Context: an optimization exercise on an open-source flow, tuned for a short achievable clock period and few clock cycles. The choices shown serve that exercise and are no tape-out recipe. Only simulation tests tie the RTL to the original design; equivalence was not proved. Power figures rest on the tool's default switching activity, not on a simulated workload.

## flow/design.v (module list and top-level ports; edited modules follow where they fit)
// module connect4_minimax_search: 853 lines
module connect4_minimax_search #(
  parameter int IS_ME = 1,
  parameter int DEPTH = 3
) (
  input  logic               w_clk,
  input  logic               w_rst,
  input  logic               w_en,
  input  logic [41:0]        i_me_field,
  input  logic [41:0]        i_op_field,
  input  logic [20:0]        i_piled_array,
  output logic               o_valid,
  output logic               o_finished,
  output logic signed [15:0] o_score,
  output logic [2:0]         o_selected_col
);
  // ...
==> flow/run.sh <==
#!/bin/bash
# synth_recipe.tcl (not shown) runs the flow's synth.tcl, then flattens the netlist and writes it again
# the make line also repeats each setting of config.mk as NAME=value (left out here)
make -C /OpenROAD-flow-scripts/flow DESIGN_CONFIG=/design/flow/config.mk WORK_HOME=/design/flow/orfs CLKGATE_MAP_FILE= SYNTH_SCRIPT=/design/flow/synth_recipe.tcl finish
==> flow/config.mk <==
export PLATFORM = sky130hd
export DESIGN_NAME = connect4_minimax_search
export DESIGN_NICKNAME = connect4_minimax_search
export VERILOG_FILES = /design/flow/design.v
export SDC_FILE = /design/flow/constraint.sdc
export NUM_CORES = 4
export LEC_CHECK = 0
export CAP_MARGIN = 20
export CELL_PAD_IN_SITES_DETAIL_PLACEMENT = 1
export CORE_MARGIN = 2
export CORE_UTILIZATION = 25
export SETUP_SLACK_MARGIN = 5
export SLEW_MARGIN = 20
==> flow/constraint.sdc <==
create_clock -name core_clock -period 7.0 [get_ports {w_clk}]
set_input_delay 1.4000 -clock core_clock [delete_from_list [all_inputs] [get_ports {w_clk}]]
set_output_delay 1.4000 -clock core_clock [all_outputs]
set_load 0.01 [all_outputs]
==> out/results.ini, run 1 <==
[grt]
grt_max_degree = 33
overflow = 176
track_usage = 0.757
antenna_found_initial = 35
grt_use_met3 = 0.694
grtUsageMet2 = 0.866
use_met1 = 0.740

[yosys]
syn_area_sq_um = 17700
syn_area_per_cell_sq_um = 7.11
async_reset_ff_frac = 0
synthAdderAreaFrac = 0
synth_flop_cell = dfxtp_1
synthSimpleGateAreaFrac = 0.275
synth_top_family_by_area = compound AO/OA/AOI/OAI gates
synthTopCellsByCount = nor2_1 (340), dfxtp_1 (296), nand2_1 (261)
yosysSeqAreaShare = 0.334
post-synth-top-count-cell = nor2_1
synth-seq-cells = 296
yosys_warnings = 1
yosysTopAreaCellShare = 0.334
synth_compound_area_frac = 0.303
ys_top_cells_by_area = dfxtp_1 (33%), nor2_1 (7.2%), nand2_1 (5.5%)
synth.distinct_cells = 76
synth_mux_area_frac = 0.0240
synth_edf_count = 0

[cts]
ctsHoldBuffers = 0
cts-root-buf = clkbuf_16
cts_made_buffers = 34
ctsResizeCount = 1870
clock_path_buffers = 3

[sta]
endpoint_type = sequential cell input
grt-worst-endpoint = valid_q1$_DFF_P_/D

[die]
rows = 97
dieWidth_um = 270
io_pins = 129
die_y_um = 270

[place]
dp_slack_ns = 2.43
routabilityCongestion = 1.06
placed_cells_incl_taps = 3376
portBuffers = 125
hpwl_um = 87400
placed_area_sq_um = 21500

[status]
outcome = did not finish
first-error = [ERROR GRT-0232] Routing congestion too high. Check the congestion heatmap in the GUI.
failing_step = 5_1_grt

Testbench counts, summed over its fixed seeds: cycles 768.
==> run 2: changes to the inputs <==
--- a/flow/design.v
+++ b/flow/design.v
@@ -141,17 +141,16 @@
   assign oh[38] = (i_piled_array[20:18] == 3'd2);
   assign oh[39] = (i_piled_array[20:18] == 3'd3);
   assign oh[40] = (i_piled_array[20:18] == 3'd4);
   assign oh[41] = (i_piled_array[20:18] == 3'd5);
   logic [6:0]  legal_d, legal2_d;
   logic [6:0]  w10_d, w11_d, w12_d, w1ab0_d, w1ab1_d, w1ab2_d;
   logic [6:0]  ow0_d, owab0_d;
   logic [48:0] a0_d, a1_d, a2_d, b0_d, b1_d, b2_d;
-  logic        bad_d;
   assign legal_d[0]  = |oh[5:0];
   assign legal2_d[0] = |oh[4:0];
   assign w10_d[0] = (oh[0] & tme[0]) | (oh[1] & tme[7]);
   assign w11_d[0] = (oh[2] & tme[14]) | (oh[3] & tme[21]);
   assign w12_d[0] = (oh[4] & tme[28]) | (oh[5] & tme[35]);
   assign w1ab0_d[0] = (oh[0] & tme[7]) | (oh[1] & tme[14]);
   assign w1ab1_d[0] = (oh[2] & tme[21]) | (oh[3] & tme[28]);
   assign w1ab2_d[0] = (oh[4] & tme[35]);
@@ -506,174 +505,176 @@
   assign b1_d[47] = (oh[32] & ((oh[38] & ((i_me_field[32] & i_me_field[38]))) | (oh[39] & ((i_me_field[24] & i_me_field[25]))) | (oh[40] & ((i_me_field[10] & i_me_field[18]))))) | (oh[33] & ((oh[40] & ((i_me_field[31] & i_me_field[32]))) | (oh[41] & ((i_me_field[17] & i_me_field[25])))));
   assign b2_d[47] = (oh[34] & ((oh[41] & ((i_me_field[38] & i_me_field[39])))));
   assign a0_d[48] = (oh[36] & (tme[13])) | (oh[37] & (tme[20]));
   assign a1_d[48] = (oh[38] & (tme[27] | (i_me_field[13] & i_me_field[6]))) | (oh[39] & (tme[34] | (i_me_field[20] & i_me_field[13])));
   assign a2_d[48] = (oh[40] & (tme[41] | (i_me_field[27] & i_me_field[20])));
   assign b0_d[48] = (oh[36] & tme[20]) | (oh[37] & tme[27]);
   assign b1_d[48] = (oh[38] & tme[34]) | (oh[39] & tme[41]);
   assign b2_d[48] = 1'b0;
-  assign bad_d = (i_me_field[0] & i_me_field[1] & i_me_field[2] & i_me_field[3]) |
-    (i_me_field[1] & i_me_field[2] & i_me_field[3] & i_me_field[4]) |
-    (i_me_field[2] & i_me_field[3] & i_me_field[4] & i_me_field[5]) |
-    (i_me_field[3] & i_me_field[4] & i_me_field[5] & i_me_field[6]) |
+  logic [7:0] bad_d;
+  assign bad_d[0] = (i_me_field[0] & i_me_field[1] & i_me_field[2] & i_me_field[3]) |
     (i_me_field[7] & i_me_field[8] & i_me_field[9] & i_me_field[10]) |
-    (i_me_field[8] & i_me_field[9] & i_me_field[10] & i_me_field[11]) |
-    (i_me_field[9] & i_me_field[10] & i_me_field[11] & i_me_field[12]) |
-    (i_me_field[10] & i_me_field[11] & i_me_field[12] & i_me_field[13]) |
     (i_me_field[14] & i_me_field[15] & i_me_field[16] & i_me_field[17]) |
-    (i_me_field[15] & i_me_field[16] & i_me_field[17] & i_me_field[18]) |
-    (i_me_field[16] & i_me_field[17] & i_me_field[18] & i_me_field[19]) |
-    (i_me_field[17] & i_me_field[18] & i_me_field[19] & i_me_field[20]) |
     (i_me_field[21] & i_me_field[22] & i_me_field[23] & i_me_field[24]) |
-    (i_me_field[22] & i_me_field[23] & i_me_field[24] & i_me_field[25]) |
-    (i_me_field[23] & i_me_field[24] & i_me_field[25] & i_me_field[26]) |
-    (i_me_field[24] & i_me_field[25] & i_me_field[26] & i_me_field[27]) |
     (i_me_field[28] & i_me_field[29] & i_me_field[30] & i_me_field[31]) |
-    (i_me_field[29] & i_me_field[30] & i_me_field[31] & i_me_field[32]) |
-    (i_me_field[30] & i_me_field[31] & i_me_field[32] & i_me_field[33]) |
-    (i_me_field[31] & i_me_field[32] & i_me_field[33] & i_me_field[34]) |
     (i_me_field[35] & i_me_field[36] & i_me_field[37] & i_me_field[38]) |
-    (i_me_field[36] & i_me_field[37] & i_me_field[38] & i_me_field[39]) |
-    (i_me_field[37] & i_me_field[38] & i_me_field[39] & i_me_field[40]) |
-    (i_me_field[38] & i_me_field[39] & i_me_field[40] & i_me_field[41]) |
     (i_me_field[0] & i_me_field[7] & i_me_field[14] & i_me_field[21]) |
-    (i_me_field[1] & i_me_field[8] & i_me_field[15] & i_me_field[22]) |
-    (i_me_field[2] & i_me_field[9] & i_me_field[16] & i_me_field[23]) |
-    (i_me_field[3] & i_me_field[10] & i_me_field[17] & i_me_field[24]) |
     (i_me_field[4] & i_me_field[11] & i_me_field[18] & i_me_field[25]) |
-    (i_me_field[5] & i_me_field[12] & i_me_field[19] & i_me_field[26]) |
-    (i_me_field[6] & i_me_field[13] & i_me_field[20] & i_me_field[27]) |
-    (i_me_field[7] & i_me_field[14] & i_me_field[21] & i_me_field[28]) |
     (i_me_field[8] & i_me_field[15] & i_me_field[22] & i_me_field[29]) |
-    (i_me_field[9] & i_me_field[16] & i_me_field[23] & i_me_field[30]) |
-    (i_me_field[10] & i_me_field[17] & i_me_field[24] & i_me_field[31]) |
-    (i_me_field[11] & i_me_field[18] & i_me_field[25] & i_me_field[32]) |
     (i_me_field[12] & i_me_field[19] & i_me_field[26] & i_me_field[33]) |
-    (i_me_field[13] & i_me_field[20] & i_me_field[27] & i_me_field[34]) |
-    (i_me_field[14] & i_me_field[21] & i_me_field[28] & i_me_field[35]) |
-    (i_me_field[15] & i_me_field[22] & i_me_field[29] & i_me_field[36]) |
     (i_me_field[16] & i_me_field[23] & i_me_field[30] & i_me_field[37]) |
-    (i_me_field[17] & i_me_field[24] & i_me_field[31] & i_me_field[38]) |
-    (i_me_field[18] & i_me_field[25] & i_me_field[32] & i_me_field[39]) |
-    (i_me_field[19] & i_me_field[26] & i_me_field[33] & i_me_field[40]) |
     (i_me_field[20] & i_me_field[27] & i_me_field[34] & i_me_field[41]) |
-    (i_me_field[0] & i_me_field[8] & i_me_field[16] & i_me_field[24]) |
-    (i_me_field[1] & i_me_field[9] & i_me_field[17] & i_me_field[25]) |
-    (i_me_field[2] & i_me_field[10] & i_me_field[18] & i_me_field[26]) |
     (i_me_field[3] & i_me_field[11] & i_me_field[19] & i_me_field[27]) |
-    (i_me_field[7] & i_me_field[15] & i_me_field[23] & i_me_field[31]) |
-    (i_me_field[8] & i_me_field[16] & i_me_field[24] & i_me_field[32]) |
-    (i_me_field[9] & i_me_field[17] & i_me_field[25] & i_me_field[33]) |
     (i_me_field[10] & i_me_field[18] & i_me_field[26] & i_me_field[34]) |
-    (i_me_field[14] & i_me_field[22] & i_me_field[30] & i_me_field[38]) |
-    (i_me_field[15] & i_me_field[23] & i_me_field[31] & i_me_field[39]) |
-    (i_me_field[16] & i_me_field[24] & i_me_field[32] & i_me_field[40]) |
     (i_me_field[17] & i_me_field[25] & i_me_field[33] & i_me_field[41]) |
-    (i_me_field[3] & i_me_field[9] & i_me_field[15] & i_me_field[21]) |
-    (i_me_field[4] & i_me_field[10] & i_me_field[16] & i_me_field[22]) |
-    (i_me_field[5] & i_me_field[11] & i_me_field[17] & i_me_field[23]) |
     (i_me_field[6] & i_me_field[12] & i_me_field[18] & i_me_field[24]) |
+    (i_me_field[13] & i_me_field[19] & i_me_field[25] & i_me_field[31]) |
+    (i_me_field[20] & i_me_field[26] & i_me_field[32] & i_me_field[38]);
+  assign bad_d[1] = (i_me_field[1] & i_me_field[2] & i_me_field[3] & i_me_field[4]) |
+    (i_me_field[8] & i_me_field[9] & i_me_field[10] & i_me_field[11]) |
+    (i_me_field[15] & i_me_field[16] & i_me_field[17] & i_me_field[18]) |
+    (i_me_field[22] & i_me_field[23] & i_me_field[24] & i_me_field[25]) |
+    (i_me_field[29] & i_me_field[30] & i_me_field[31] & i_me_field[32]) |
+    (i_me_field[36] & i_me_field[37] & i_me_field[38] & i_me_field[39]) |
+    (i_me_field[1] & i_me_field[8] & i_me_field[15] & i_me_field[22]) |
+    (i_me_field[5] & i_me_field[12] & i_me_field[19] & i_me_field[26]) |
+    (i_me_field[9] & i_me_field[16] & i_me_field[23] & i_me_field[30]) |
+    (i_me_field[13] & i_me_field[20] & i_me_field[27] & i_me_field[34]) |
+    (i_me_field[17] & i_me_field[24] & i_me_field[31] & i_me_field[38]) |
+    (i_me_field[0] & i_me_field[8] & i_me_field[16] & i_me_field[24]) |
+    (i_me_field[7] & i_me_field[15] & i_me_field[23] & i_me_field[31]) |
+    (i_me_field[14] & i_me_field[22] & i_me_field[30] & i_me_field[38]) |
+    (i_me_field[3] & i_me_field[9] & i_me_field[15] & i_me_field[21]) |
     (i_me_field[10] & i_me_field[16] & i_me_field[22] & i_me_field[28]) |
+    (i_me_field[17] & i_me_field[23] & i_me_field[29] & i_me_field[35]);
+  assign bad_d[2] = (i_me_field[2] & i_me_field[3] & i_me_field[4] & i_me_field[5]) |
+    (i_me_field[9] & i_me_field[10] & i_me_field[11] & i_me_field[12]) |
+    (i_me_field[16] & i_me_field[17] & i_me_field[18] & i_me_field[19]) |
+    (i_me_field[23] & i_me_field[24] & i_me_field[25] & i_me_field[26]) |
+    (i_me_field[30] & i_me_field[31] & i_me_field[32] & i_me_field[33]) |
+    (i_me_field[37] & i_me_field[38] & i_me_field[39] & i_me_field[40]) |
+    (i_me_field[2] & i_me_field[9] & i_me_field[16] & i_me_field[23]) |
+    (i_me_field[6] & i_me_field[13] & i_me_field[20] & i_me_field[27]) |
+    (i_me_field[10] & i_me_field[17] & i_me_field[24] & i_me_field[31]) |
+    (i_me_field[14] & i_me_field[21] & i_me_field[28] & i_me_field[35]) |
+    (i_me_field[18] & i_me_field[25] & i_me_field[32] & i_me_field[39]) |
+    (i_me_field[1] & i_me_field[9] & i_me_field[17] & i_me_field[25]) |
+    (i_me_field[8] & i_me_field[16] & i_me_field[24] & i_me_field[32]) |
+    (i_me_field[15] & i_me_field[23] & i_me_field[31] & i_me_field[39]) |
+    (i_me_field[4] & i_me_field[10] & i_me_field[16] & i_me_field[22]) |
     (i_me_field[11] & i_me_field[17] & i_me_field[23] & i_me_field[29]) |
+    (i_me_field[18] & i_me_field[24] & i_me_field[30] & i_me_field[36]);
+  assign bad_d[3] = (i_me_field[3] & i_me_field[4] & i_me_field[5] & i_me_field[6]) |
+    (i_me_field[10] & i_me_field[11] & i_me_field[12] & i_me_field[13]) |
+    (i_me_field[17] & i_me_field[18] & i_me_field[19] & i_me_field[20]) |
+    (i_me_field[24] & i_me_field[25] & i_me_field[26] & i_me_field[27]) |
+    (i_me_field[31] & i_me_field[32] & i_me_field[33] & i_me_field[34]) |
+    (i_me_field[38] & i_me_field[39] & i_me_field[40] & i_me_field[41]) |
+    (i_me_field[3] & i_me_field[10] & i_me_field[17] & i_me_field[24]) |
+    (i_me_field[7] & i_me_field[14] & i_me_field[21] & i_me_field[28]) |
+    (i_me_field[11] & i_me_field[18] & i_me_field[25] & i_me_field[32]) |
+    (i_me_field[15] & i_me_field[22] & i_me_field[29] & i_me_field[36]) |
+    (i_me_field[19] & i_me_field[26] & i_me_field[33] & i_me_field[40]) |
+    (i_me_field[2] & i_me_field[10] & i_me_field[18] & i_me_field[26]) |
+    (i_me_field[9] & i_me_field[17] & i_me_field[25] & i_me_field[33]) |
+    (i_me_field[16] & i_me_field[24] & i_me_field[32] & i_me_field[40]) |
+    (i_me_field[5] & i_me_field[11] & i_me_field[17] & i_me_field[23]) |
     (i_me_field[12] & i_me_field[18] & i_me_field[24] & i_me_field[30]) |
-    (i_me_field[13] & i_me_field[19] & i_me_field[25] & i_me_field[31]) |
-    (i_me_field[17] & i_me_field[23] & i_me_field[29] & i_me_field[35]) |
-    (i_me_field[18] & i_me_field[24] & i_me_field[30] & i_me_field[36]) |
-    (i_me_field[19] & i_me_field[25] & i_me_field[31] & i_me_field[37]) |
-    (i_me_field[20] & i_me_field[26] & i_me_field[32] & i_me_field[38]) |
-    (i_op_field[0] & i_op_field[1] & i_op_field[2] & i_op_field[3]) |
-    (i_op_field[1] & i_op_field[2] & i_op_field[3] & i_op_field[4]) |
-    (i_op_field[2] & i_op_field[3] & i_op_field[4] & i_op_field[5]) |
-    (i_op_field[3] & i_op_field[4] & i_op_field[5] & i_op_field[6]) |
+    (i_me_field[19] & i_me_field[25] & i_me_field[31] & i_me_field[37]);
+  assign bad_d[4] = (i_op_field[0] & i_op_field[1] & i_op_field[2] & i_op_field[3]) |
     (i_op_field[7] & i_op_field[8] & i_op_field[9] & i_op_field[10]) |
-    (i_op_field[8] & i_op_field[9] & i_op_field[10] & i_op_field[11]) |
-    (i_op_field[9] & i_op_field[10] & i_op_field[11] & i_op_field[12]) |
-    (i_op_field[10] & i_op_field[11] & i_op_field[12] & i_op_field[13]) |
     (i_op_field[14] & i_op_field[15] & i_op_field[16] & i_op_field[17]) |
-    (i_op_field[15] & i_op_field[16] & i_op_field[17] & i_op_field[18]) |
-    (i_op_field[16] & i_op_field[17] & i_op_field[18] & i_op_field[19]) |
-    (i_op_field[17] & i_op_field[18] & i_op_field[19] & i_op_field[20]) |
     (i_op_field[21] & i_op_field[22] & i_op_field[23] & i_op_field[24]) |
-    (i_op_field[22] & i_op_field[23] & i_op_field[24] & i_op_field[25]) |
-    (i_op_field[23] & i_op_field[24] & i_op_field[25] & i_op_field[26]) |
-    (i_op_field[24] & i_op_field[25] & i_op_field[26] & i_op_field[27]) |
     (i_op_field[28] & i_op_field[29] & i_op_field[30] & i_op_field[31]) |
-    (i_op_field[29] & i_op_field[30] & i_op_field[31] & i_op_field[32]) |
-    (i_op_field[30] & i_op_field[31] & i_op_field[32] & i_op_field[33]) |
-    (i_op_field[31] & i_op_field[32] & i_op_field[33] & i_op_field[34]) |
     (i_op_field[35] & i_op_field[36] & i_op_field[37] & i_op_field[38]) |
-    (i_op_field[36] & i_op_field[37] & i_op_field[38] & i_op_field[39]) |
-    (i_op_field[37] & i_op_field[38] & i_op_field[39] & i_op_field[40]) |
-    (i_op_field[38] & i_op_field[39] & i_op_field[40] & i_op_field[41]) |
     (i_op_field[0] & i_op_field[7] & i_op_field[14] & i_op_field[21]) |
-    (i_op_field[1] & i_op_field[8] & i_op_field[15] & i_op_field[22]) |
-    (i_op_field[2] & i_op_field[9] & i_op_field[16] & i_op_field[23]) |
-    (i_op_field[3] & i_op_field[10] & i_op_field[17] & i_op_field[24]) |
     (i_op_field[4] & i_op_field[11] & i_op_field[18] & i_op_field[25]) |
-    (i_op_field[5] & i_op_field[12] & i_op_field[19] & i_op_field[26]) |
-    (i_op_field[6] & i_op_field[13] & i_op_field[20] & i_op_field[27]) |
-    (i_op_field[7] & i_op_field[14] & i_op_field[21] & i_op_field[28]) |
     (i_op_field[8] & i_op_field[15] & i_op_field[22] & i_op_field[29]) |
-    (i_op_field[9] & i_op_field[16] & i_op_field[23] & i_op_field[30]) |
-    (i_op_field[10] & i_op_field[17] & i_op_field[24] & i_op_field[31]) |
-    (i_op_field[11] & i_op_field[18] & i_op_field[25] & i_op_field[32]) |
     (i_op_field[12] & i_op_field[19] & i_op_field[26] & i_op_field[33]) |
-    (i_op_field[13] & i_op_field[20] & i_op_field[27] & i_op_field[34]) |
-    (i_op_field[14] & i_op_field[21] & i_op_field[28] & i_op_field[35]) |
-    (i_op_field[15] & i_op_field[22] & i_op_field[29] & i_op_field[36]) |
     (i_op_field[16] & i_op_field[23] & i_op_field[30] & i_op_field[37]) |
-    (i_op_field[17] & i_op_field[24] & i_op_field[31] & i_op_field[38]) |
-    (i_op_field[18] & i_op_field[25] & i_op_field[32] & i_op_field[39]) |
-    (i_op_field[19] & i_op_field[26] & i_op_field[33] & i_op_field[40]) |
     (i_op_field[20] & i_op_field[27] & i_op_field[34] & i_op_field[41]) |
-    (i_op_field[0] & i_op_field[8] & i_op_field[16] & i_op_field[24]) |
-    (i_op_field[1] & i_op_field[9] & i_op_field[17] & i_op_field[25]) |
-    (i_op_field[2] & i_op_field[10] & i_op_field[18] & i_op_field[26]) |
     (i_op_field[3] & i_op_field[11] & i_op_field[19] & i_op_field[27]) |
-    (i_op_field[7] & i_op_field[15] & i_op_field[23] & i_op_field[31]) |
-    (i_op_field[8] & i_op_field[16] & i_op_field[24] & i_op_field[32]) |
-    (i_op_field[9] & i_op_field[17] & i_op_field[25] & i_op_field[33]) |
     (i_op_field[10] & i_op_field[18] & i_op_field[26] & i_op_field[34]) |
-    (i_op_field[14] & i_op_field[22] & i_op_field[30] & i_op_field[38]) |
-    (i_op_field[15] & i_op_field[23] & i_op_field[31] & i_op_field[39]) |
-    (i_op_field[16] & i_op_field[24] & i_op_field[32] & i_op_field[40]) |
     (i_op_field[17] & i_op_field[25] & i_op_field[33] & i_op_field[41]) |
-    (i_op_field[3] & i_op_field[9] & i_op_field[15] & i_op_field[21]) |
-    (i_op_field[4] & i_op_field[10] & i_op_field[16] & i_op_field[22]) |
-    (i_op_field[5] & i_op_field[11] & i_op_field[17] & i_op_field[23]) |
     (i_op_field[6] & i_op_field[12] & i_op_field[18] & i_op_field[24]) |
+    (i_op_field[13] & i_op_field[19] & i_op_field[25] & i_op_field[31]) |
+    (i_op_field[20] & i_op_field[26] & i_op_field[32] & i_op_field[38]);
+  assign bad_d[5] = (i_op_field[1] & i_op_field[2] & i_op_field[3] & i_op_field[4]) |
+    (i_op_field[8] & i_op_field[9] & i_op_field[10] & i_op_field[11]) |
+    (i_op_field[15] & i_op_field[16] & i_op_field[17] & i_op_field[18]) |
+    (i_op_field[22] & i_op_field[23] & i_op_field[24] & i_op_field[25]) |
+    (i_op_field[29] & i_op_field[30] & i_op_field[31] & i_op_field[32]) |
+    (i_op_field[36] & i_op_field[37] & i_op_field[38] & i_op_field[39]) |
+    (i_op_field[1] & i_op_field[8] & i_op_field[15] & i_op_field[22]) |
+    (i_op_field[5] & i_op_field[12] & i_op_field[19] & i_op_field[26]) |
+    (i_op_field[9] & i_op_field[16] & i_op_field[23] & i_op_field[30]) |
+    (i_op_field[13] & i_op_field[20] & i_op_field[27] & i_op_field[34]) |
+    (i_op_field[17] & i_op_field[24] & i_op_field[31] & i_op_field[38]) |
+    (i_op_field[0] & i_op_field[8] & i_op_field[16] & i_op_field[24]) |
+    (i_op_field[7] & i_op_field[15] & i_op_field[23] & i_op_field[31]) |
+    (i_op_field[14] & i_op_field[22] & i_op_field[30] & i_op_field[38]) |
+    (i_op_field[3] & i_op_field[9] & i_op_field[15] & i_op_field[21]) |
     (i_op_field[10] & i_op_field[16] & i_op_field[22] & i_op_field[28]) |
+    (i_op_field[17] & i_op_field[23] & i_op_field[29] & i_op_field[35]);
+  assign bad_d[6] = (i_op_field[2] & i_op_field[3] & i_op_field[4] & i_op_field[5]) |
+    (i_op_field[9] & i_op_field[10] & i_op_field[11] & i_op_field[12]) |
+    (i_op_field[16] & i_op_field[17] & i_op_field[18] & i_op_field[19]) |
+    (i_op_field[23] & i_op_field[24] & i_op_field[25] & i_op_field[26]) |
+    (i_op_field[30] & i_op_field[31] & i_op_field[32] & i_op_field[33]) |
+    (i_op_field[37] & i_op_field[38] & i_op_field[39] & i_op_field[40]) |
+    (i_op_field[2] & i_op_field[9] & i_op_field[16] & i_op_field[23]) |
+    (i_op_field[6] & i_op_field[13] & i_op_field[20] & i_op_field[27]) |
+    (i_op_field[10] & i_op_field[17] & i_op_field[24] & i_op_field[31]) |
+    (i_op_field[14] & i_op_field[21] & i_op_field[28] & i_op_field[35]) |
+    (i_op_field[18] & i_op_field[25] & i_op_field[32] & i_op_field[39]) |
+    (i_op_field[1] & i_op_field[9] & i_op_field[17] & i_op_field[25]) |
+    (i_op_field[8] & i_op_field[16] & i_op_field[24] & i_op_field[32]) |
+    (i_op_field[15] & i_op_field[23] & i_op_field[31] & i_op_field[39]) |
+    (i_op_field[4] & i_op_field[10] & i_op_field[16] & i_op_field[22]) |
     (i_op_field[11] & i_op_field[17] & i_op_field[23] & i_op_field[29]) |
+    (i_op_field[18] & i_op_field[24] & i_op_field[30] & i_op_field[36]);
+  assign bad_d[7] = (i_op_field[3] & i_op_field[4] & i_op_field[5] & i_op_field[6]) |
+    (i_op_field[10] & i_op_field[11] & i_op_field[12] & i_op_field[13]) |
+    (i_op_field[17] & i_op_field[18] & i_op_field[19] & i_op_field[20]) |
+    (i_op_field[24] & i_op_field[25] & i_op_field[26] & i_op_field[27]) |
+    (i_op_field[31] & i_op_field[32] & i_op_field[33] & i_op_field[34]) |
+    (i_op_field[38] & i_op_field[39] & i_op_field[40] & i_op_field[41]) |
+    (i_op_field[3] & i_op_field[10] & i_op_field[17] & i_op_field[24]) |
+    (i_op_field[7] & i_op_field[14] & i_op_field[21] & i_op_field[28]) |
+    (i_op_field[11] & i_op_field[18] & i_op_field[25] & i_op_field[32]) |
+    (i_op_field[15] & i_op_field[22] & i_op_field[29] & i_op_field[36]) |
+    (i_op_field[19] & i_op_field[26] & i_op_field[33] & i_op_field[40]) |
+    (i_op_field[2] & i_op_field[10] & i_op_field[18] & i_op_field[26]) |
+    (i_op_field[9] & i_op_field[17] & i_op_field[25] & i_op_field[33]) |
+    (i_op_field[16] & i_op_field[24] & i_op_field[32] & i_op_field[40]) |
+    (i_op_field[5] & i_op_field[11] & i_op_field[17] & i_op_field[23]) |
     (i_op_field[12] & i_op_field[18] & i_op_field[24] & i_op_field[30]) |
-    (i_op_field[13] & i_op_field[19] & i_op_field[25] & i_op_field[31]) |
-    (i_op_field[17] & i_op_field[23] & i_op_field[29] & i_op_field[35]) |
-    (i_op_field[18] & i_op_field[24] & i_op_field[30] & i_op_field[36]) |
-    (i_op_field[19] & i_op_field[25] & i_op_field[31] & i_op_field[37]) |
-    (i_op_field[20] & i_op_field[26] & i_op_field[32] & i_op_field[38]);
+    (i_op_field[19] & i_op_field[25] & i_op_field[31] & i_op_field[37]);
   logic [48:0] ab0_d;
   logic [6:0]  e_d;
   logic [2:0]  colL_d;
-  logic        valid_d;
+  logic        legal_any_d;
   always_comb begin
     logic [6:0] l1;
     for (int c0 = 0; c0 < 7; c0++) begin
       for (int c = 0; c < 7; c++) l1[c] = (c == c0) ? legal2_d[c] : legal_d[c];
       e_d[c0] = legal_d[c0] & |l1;
       for (int c1 = 0; c1 < 7; c1++) ab0_d[c0*7+c1] = ~l1[c1] | b0_d[c0*7+c1];
     end
     colL_d = 3'd0;
     for (int c = 6; c >= 0; c--)
       if (legal_d[c]) colL_d = 3'(c);
-    valid_d = |legal_d & ~bad_d;
+    legal_any_d = |legal_d;
   end
   logic [6:0]  w10_q, w11_q, w12_q, w1ab0_q, w1ab1_q, w1ab2_q, ow0_q, owab0_q, legal_q, e_q;
   logic [48:0] a0_q, a1_q, a2_q, ab0_q, b1_q, b2_q;
   logic [2:0]  colL_q;
-  logic        valid_q1;
+  logic        legal_any_q;
+  logic [7:0]  bad_q;
   always_ff @(posedge w_clk) begin
     w10_q <= w10_d;
     w11_q <= w11_d;
     w12_q <= w12_d;
     w1ab0_q <= w1ab0_d;
     w1ab1_q <= w1ab1_d;
     w1ab2_q <= w1ab2_d;
     ow0_q <= ow0_d;
@@ -682,20 +683,23 @@
     e_q <= e_d;
     a0_q <= a0_d;
     a1_q <= a1_d;
     a2_q <= a2_d;
     ab0_q <= ab0_d;
     b1_q <= b1_d;
     b2_q <= b2_d;
     colL_q <= colL_d;
-    valid_q1 <= valid_d;
+    legal_any_q <= legal_any_d;
+    bad_q <= bad_d;
   end
   logic [6:0]  w1_q, w1ab_q, ow_q, owab_q;
   logic [48:0] a_q, ab_q;
+  logic        valid_q1;
+  assign valid_q1 = legal_any_q & ~|bad_q;
   assign w1_q = w10_q | w11_q | w12_q;
   assign w1ab_q = w1ab0_q | w1ab1_q | w1ab2_q;
   assign ow_q = ow0_q;
   assign owab_q = owab0_q;
   assign a_q[0] = a0_q[0] | a1_q[0] | a2_q[0];
   assign ab_q[0] = ab0_q[0] | b1_q[0] | b2_q[0];
   assign a_q[1] = a0_q[1] | a1_q[1] | a2_q[1] | w1_q[1];
   assign ab_q[1] = ab0_q[1] | b1_q[1] | b2_q[1] | w1ab_q[1];
==> flow/config.mk (replaced) <==
export PLATFORM = sky130hd
export DESIGN_NAME = connect4_minimax_search
export DESIGN_NICKNAME = connect4_minimax_search
export VERILOG_FILES = /design/flow/design.v
export SDC_FILE = /design/flow/constraint.sdc
export NUM_CORES = 4
export LEC_CHECK = 0
export CAP_MARGIN = 20
export CELL_PAD_IN_SITES_DETAIL_PLACEMENT = 1
export CELL_PAD_IN_SITES_GLOBAL_PLACEMENT = 2
export CORE_MARGIN = 2
export CORE_UTILIZATION = 25
export PLACE_DENSITY = 0.5
export SETUP_SLACK_MARGIN = 5
export SLEW_MARGIN = 20
==> run 2 against run 1 <==
Against the previous run:
- the run now finishes clean
- area after synthesis is 3.5% higher
- synthesized cell count is 2.4% higher
==> out/results.ini, run 2 <==
[flow_run]
cap_viol_max_count = 0

[power_and_ir_drop]
switching_share = 0.390
p_int_mw = 4.29
p_leak_nw = 16.1
p_per_area_nw_per_um2 = 169
p_sw_mw = 2.74
clock_power_share = 0.310
seq_power_share = 0.268
ir_drop_uv = 182
p_comb_frac = 0.422

[place]
placed_cells_incl_taps = 3461  ; +2.5%
routabilityCongestion = 0.962  ; -9.1%
hpwl_um = 107000  ; +23%
portBuffers = 125  ; unchanged

[cts]
cts-root-buf = clkbuf_16
clock-sinks = 304
ctsHoldBuffers = 0  ; unchanged
tritoncts = built
clkTransAtPathRegs_ns = 0.06
cts_max_level = 2
clock_path_buffers = 3  ; unchanged
clock_latency_ns = 0.61
cts_made_buffers = 40  ; +18%

[drt]
antenna_left = 0
wirelength_um = 196000
wl_per_cell_um = 43.9
firstDrtPassIters = 6
num_vias = 30000
routed_via_density = 6.70
drtIter0Drc = 4013
drc = 0

[yosys]
synthTopCellsByCount = nor2_1 (339), dfxtp_1 (304), nand2_1 (282)
synthCells = 2555
yosysTopAreaCellShare = 0.331  ; -0.00261
synth.distinct_cells = 91  ; +20%
ys_top_cells_by_area = dfxtp_1 (33%), nor2_1 (6.9%), nand2_1 (5.8%)
yosys_warnings = 1  ; unchanged
synth_flop_cell = dfxtp_1
yosysSeqAreaShare = 0.331  ; -0.00261
yosysTopAreaCell = dfxtp_1
syn_area_per_cell_sq_um = 7.19  ; +1.0%
post-synth-top-count-cell = nor2_1
syn_area_sq_um = 18400  ; +3.5%
async_reset_ff_frac = 0  ; unchanged
synth-seq-cells = 304  ; +2.7%
synth_edf_count = 0  ; unchanged

[hold_path]
min-delay-start = col_q[1]$_SDFFE_PP0P_
hold_end = col_q[1]$_SDFFE_PP0P_
min_path_type = flop to flop
min_path_cells = 2

[sta]
rsz0062_at_grt = true
post-route-period-util = 0.369
fin_tns_setup_ns = 0
hold_viol = 0
slew_violations = 0
max_freq_ghz = 0.387
layout_min_cycle_time_ns = 2.58
finalSetupViolations = 0
tightest_slew_ns = 0.868
finalClockSkew_ns = 0.0250
slew_headroom = 0.418

[setup_path]
worstPathRequired_ns = 7.46
reg2reg_from = a0_q[10]$_DFF_P_
cp_top_family = compound AO/OA/AOI/OAI gates
worst_path_largest_cell_delay_ns = 0.32
worstPathMaxFanout = 5
crit_arrival_ns = 3.04
path_cells = buf_16 -> buf_12 -> buf_16 -> and2_4 -> a32o_1 -> a222oi_1 -> o2111ai_1 -> nor2_1 -> nand3_1
worst-r2r-cell-count = 9
path_buf_inv = 3
crit_slowest_cell = a222oi_1
reg2reg_to = col_q[2]$_SDFFE_PP0P_
endpoint_kind = flop
worstSetupPathType = input pin to flop
r2r_setup_slack_ns = 4.57
crit_path_frequent_cell = buf_16
crit_path_start_kind = input pin

[status]
outcome = timing/DRC/antenna clean

[die]
dieWidth_um = 275  ; +1.7%
io_pins = 129  ; unchanged
die-area_sq_um = 75600
core_region_area_sq_um = 72800
die_y_um = 275  ; +1.7%
initial_core_util = 0.252
rows = 99  ; +2.1%

[finish]
layout.cells.non_filler = 4475
fin_nets = 3579
area_growth_pct = 126
drive_above_1_share = 0.659
largest_reg_flops = 43
layout_common_cells = buf_4 (532), dfxtp_1 (286), buf_6 (259), buf_12 (168), nand2_1 (167)
regMostFlops = ab0_q
final_common_cell = buf_4

[grt]
overflow = 0
track_usage = 0.484
antenna_found_initial = 20
grt_first_pass_wirelength_um = 250000
grt_pass1_vias = 28600
grt_max_degree = 29

run 2: changes by cell type after synthesis, moves of 8 or more:
cell / previous run / this run
o21ai_0: 181 / 171
a31oi_1: 50 / 60
nor3_2: 0 / 9
nor2b_1: 13 / 25
o211ai_1: 31 / 39
and2_1: 31 / 22
a211oi_1: 65 / 42
dfxtp_1: 296 / 304
clkbuf_1: 197 / 210
o22ai_1: 124 / 135
nand3_1: 136 / 122
nand2_1: 261 / 282
run 2: through the flow:
stage,utilization,hold WS (ns),instance area [sq um],power [mW],setup slack [ns]
after floorplan,-,0.471,22400,2.78,4.31
after global placement,0.305,0.446,22200,3.35,2.33
after detailed placement,0.305,0.446,22300,3.35,2.44
after CTS,0.517,0.464,37600,6.53,4.49
after global routing,0.570,0.495,41500,7.08,4.46
final,0.570,0.460,41500,7.03,4.42
run 2: cell type report:
type / count / area [sq um]
Fill cell: 7587 / 31300
Clock inverter: 21 / 196
Timing Repair Buffer: 1130 / 13800
Clock buffer: 53 / 1140
Sequential cell: 304 / 6120
Inverter: 33 / 231
Timing Repair inverter: 1 / 16.3
Tap cell: 959 / 1200
Multi-Input combinational cell: 1961 / 18800
Antenna cell: 13 / 32.5
run 2: what timing repair did:
item                                     CTS  global route
pin swaps                                498           373
cloned                                    61             5
buffers inserted                         685           176
endpoints found under the setup margin   321           298
gates resized for setup                 2048           471
run 2: worst max-delay path by stage:
stage                             startpoint                 end  slack (ns)  cells after the start
global route                  i_me_field[17]  w1ab0_q[4]$_DFF_P_        4.46                     12
CTS                 score_q[14]$_SDFFE_PP0P_         o_score[11]        4.49                      1
global placement            i_piled_array[2]    ab0_q[3]$_DFF_P_        2.33                      5
finish                        i_me_field[17]    bad_q[2]$_DFF_P_        4.42                      9
floorplan                     i_op_field[17]    ow0_q[6]$_DFF_P_        4.31                      8
detailed placement          i_piled_array[2]    ab0_q[3]$_DFF_P_        2.44                      5
run 2: cell families after synthesis:
family | Yosys count | synth area share
simple gates | 1090 | 0.281
buf+inv | 295 | 0.0644
other cells | 1 | 0.000204
mux | 29 | 0.0199
flops | 304 | 0.331
compound gates | 836 | 0.303
run 2: routing by layer:
metal  global-route usage  wire length, um  up-vias
met5              0.00313              895        -
met4                0.329            19400       36
met3                0.244            29400     1065
met2                0.680            76600     2747
met1                0.573            70000    14800
li1                     -                -    11400
run 2: power by group through the flow:
stage,combinational [mW],clock [mW],sequential [mW]
finish,2.97,2.18,1.88
global route,2.95,2.24,1.88
CTS,2.49,2.17,1.87
detailed placement,1.44,0,1.91
global placement,1.45,0,1.90
floorplan,0.913,0,1.87
run 2: worst min-delay path: stages (launching register included):
cell and delay, ns:
dfxtp_2 0.33, nand2_1 0.06, o41ai_2 0.04
Testbench counts of run 2, summed over its fixed seeds: cycles 768.

re-timing with driven ports:
The flow's constraints put no driver on any port. The routed layout listed below was extracted and timed again, unchanged, in two steps. Step 1: set_driving_cell puts a clkbuf_16 on w_clk and a buf_2 on each other input, an assumption about the parent block. Step 2 moves the port delays by t, midway between the first and last clock arrival at a register: inputs arrive t later, outputs are due t later. That takes back most of the time a late clock gives input paths. Slacks: ideal / step 1 / step 2; pairs: ideal / step 1.
run: run 2
shift t [ns]: 0.669
slack for setup (ns): 4.419 / 4.432 / 3.763
worst setup path at the end: input to register
worst slew at a driven data input, ns: 0.25
After both steps setup and hold are still met in run 2. The setup slack of run 2 moves by +0.013 ns with the drivers and by -0.656 ns with both steps.
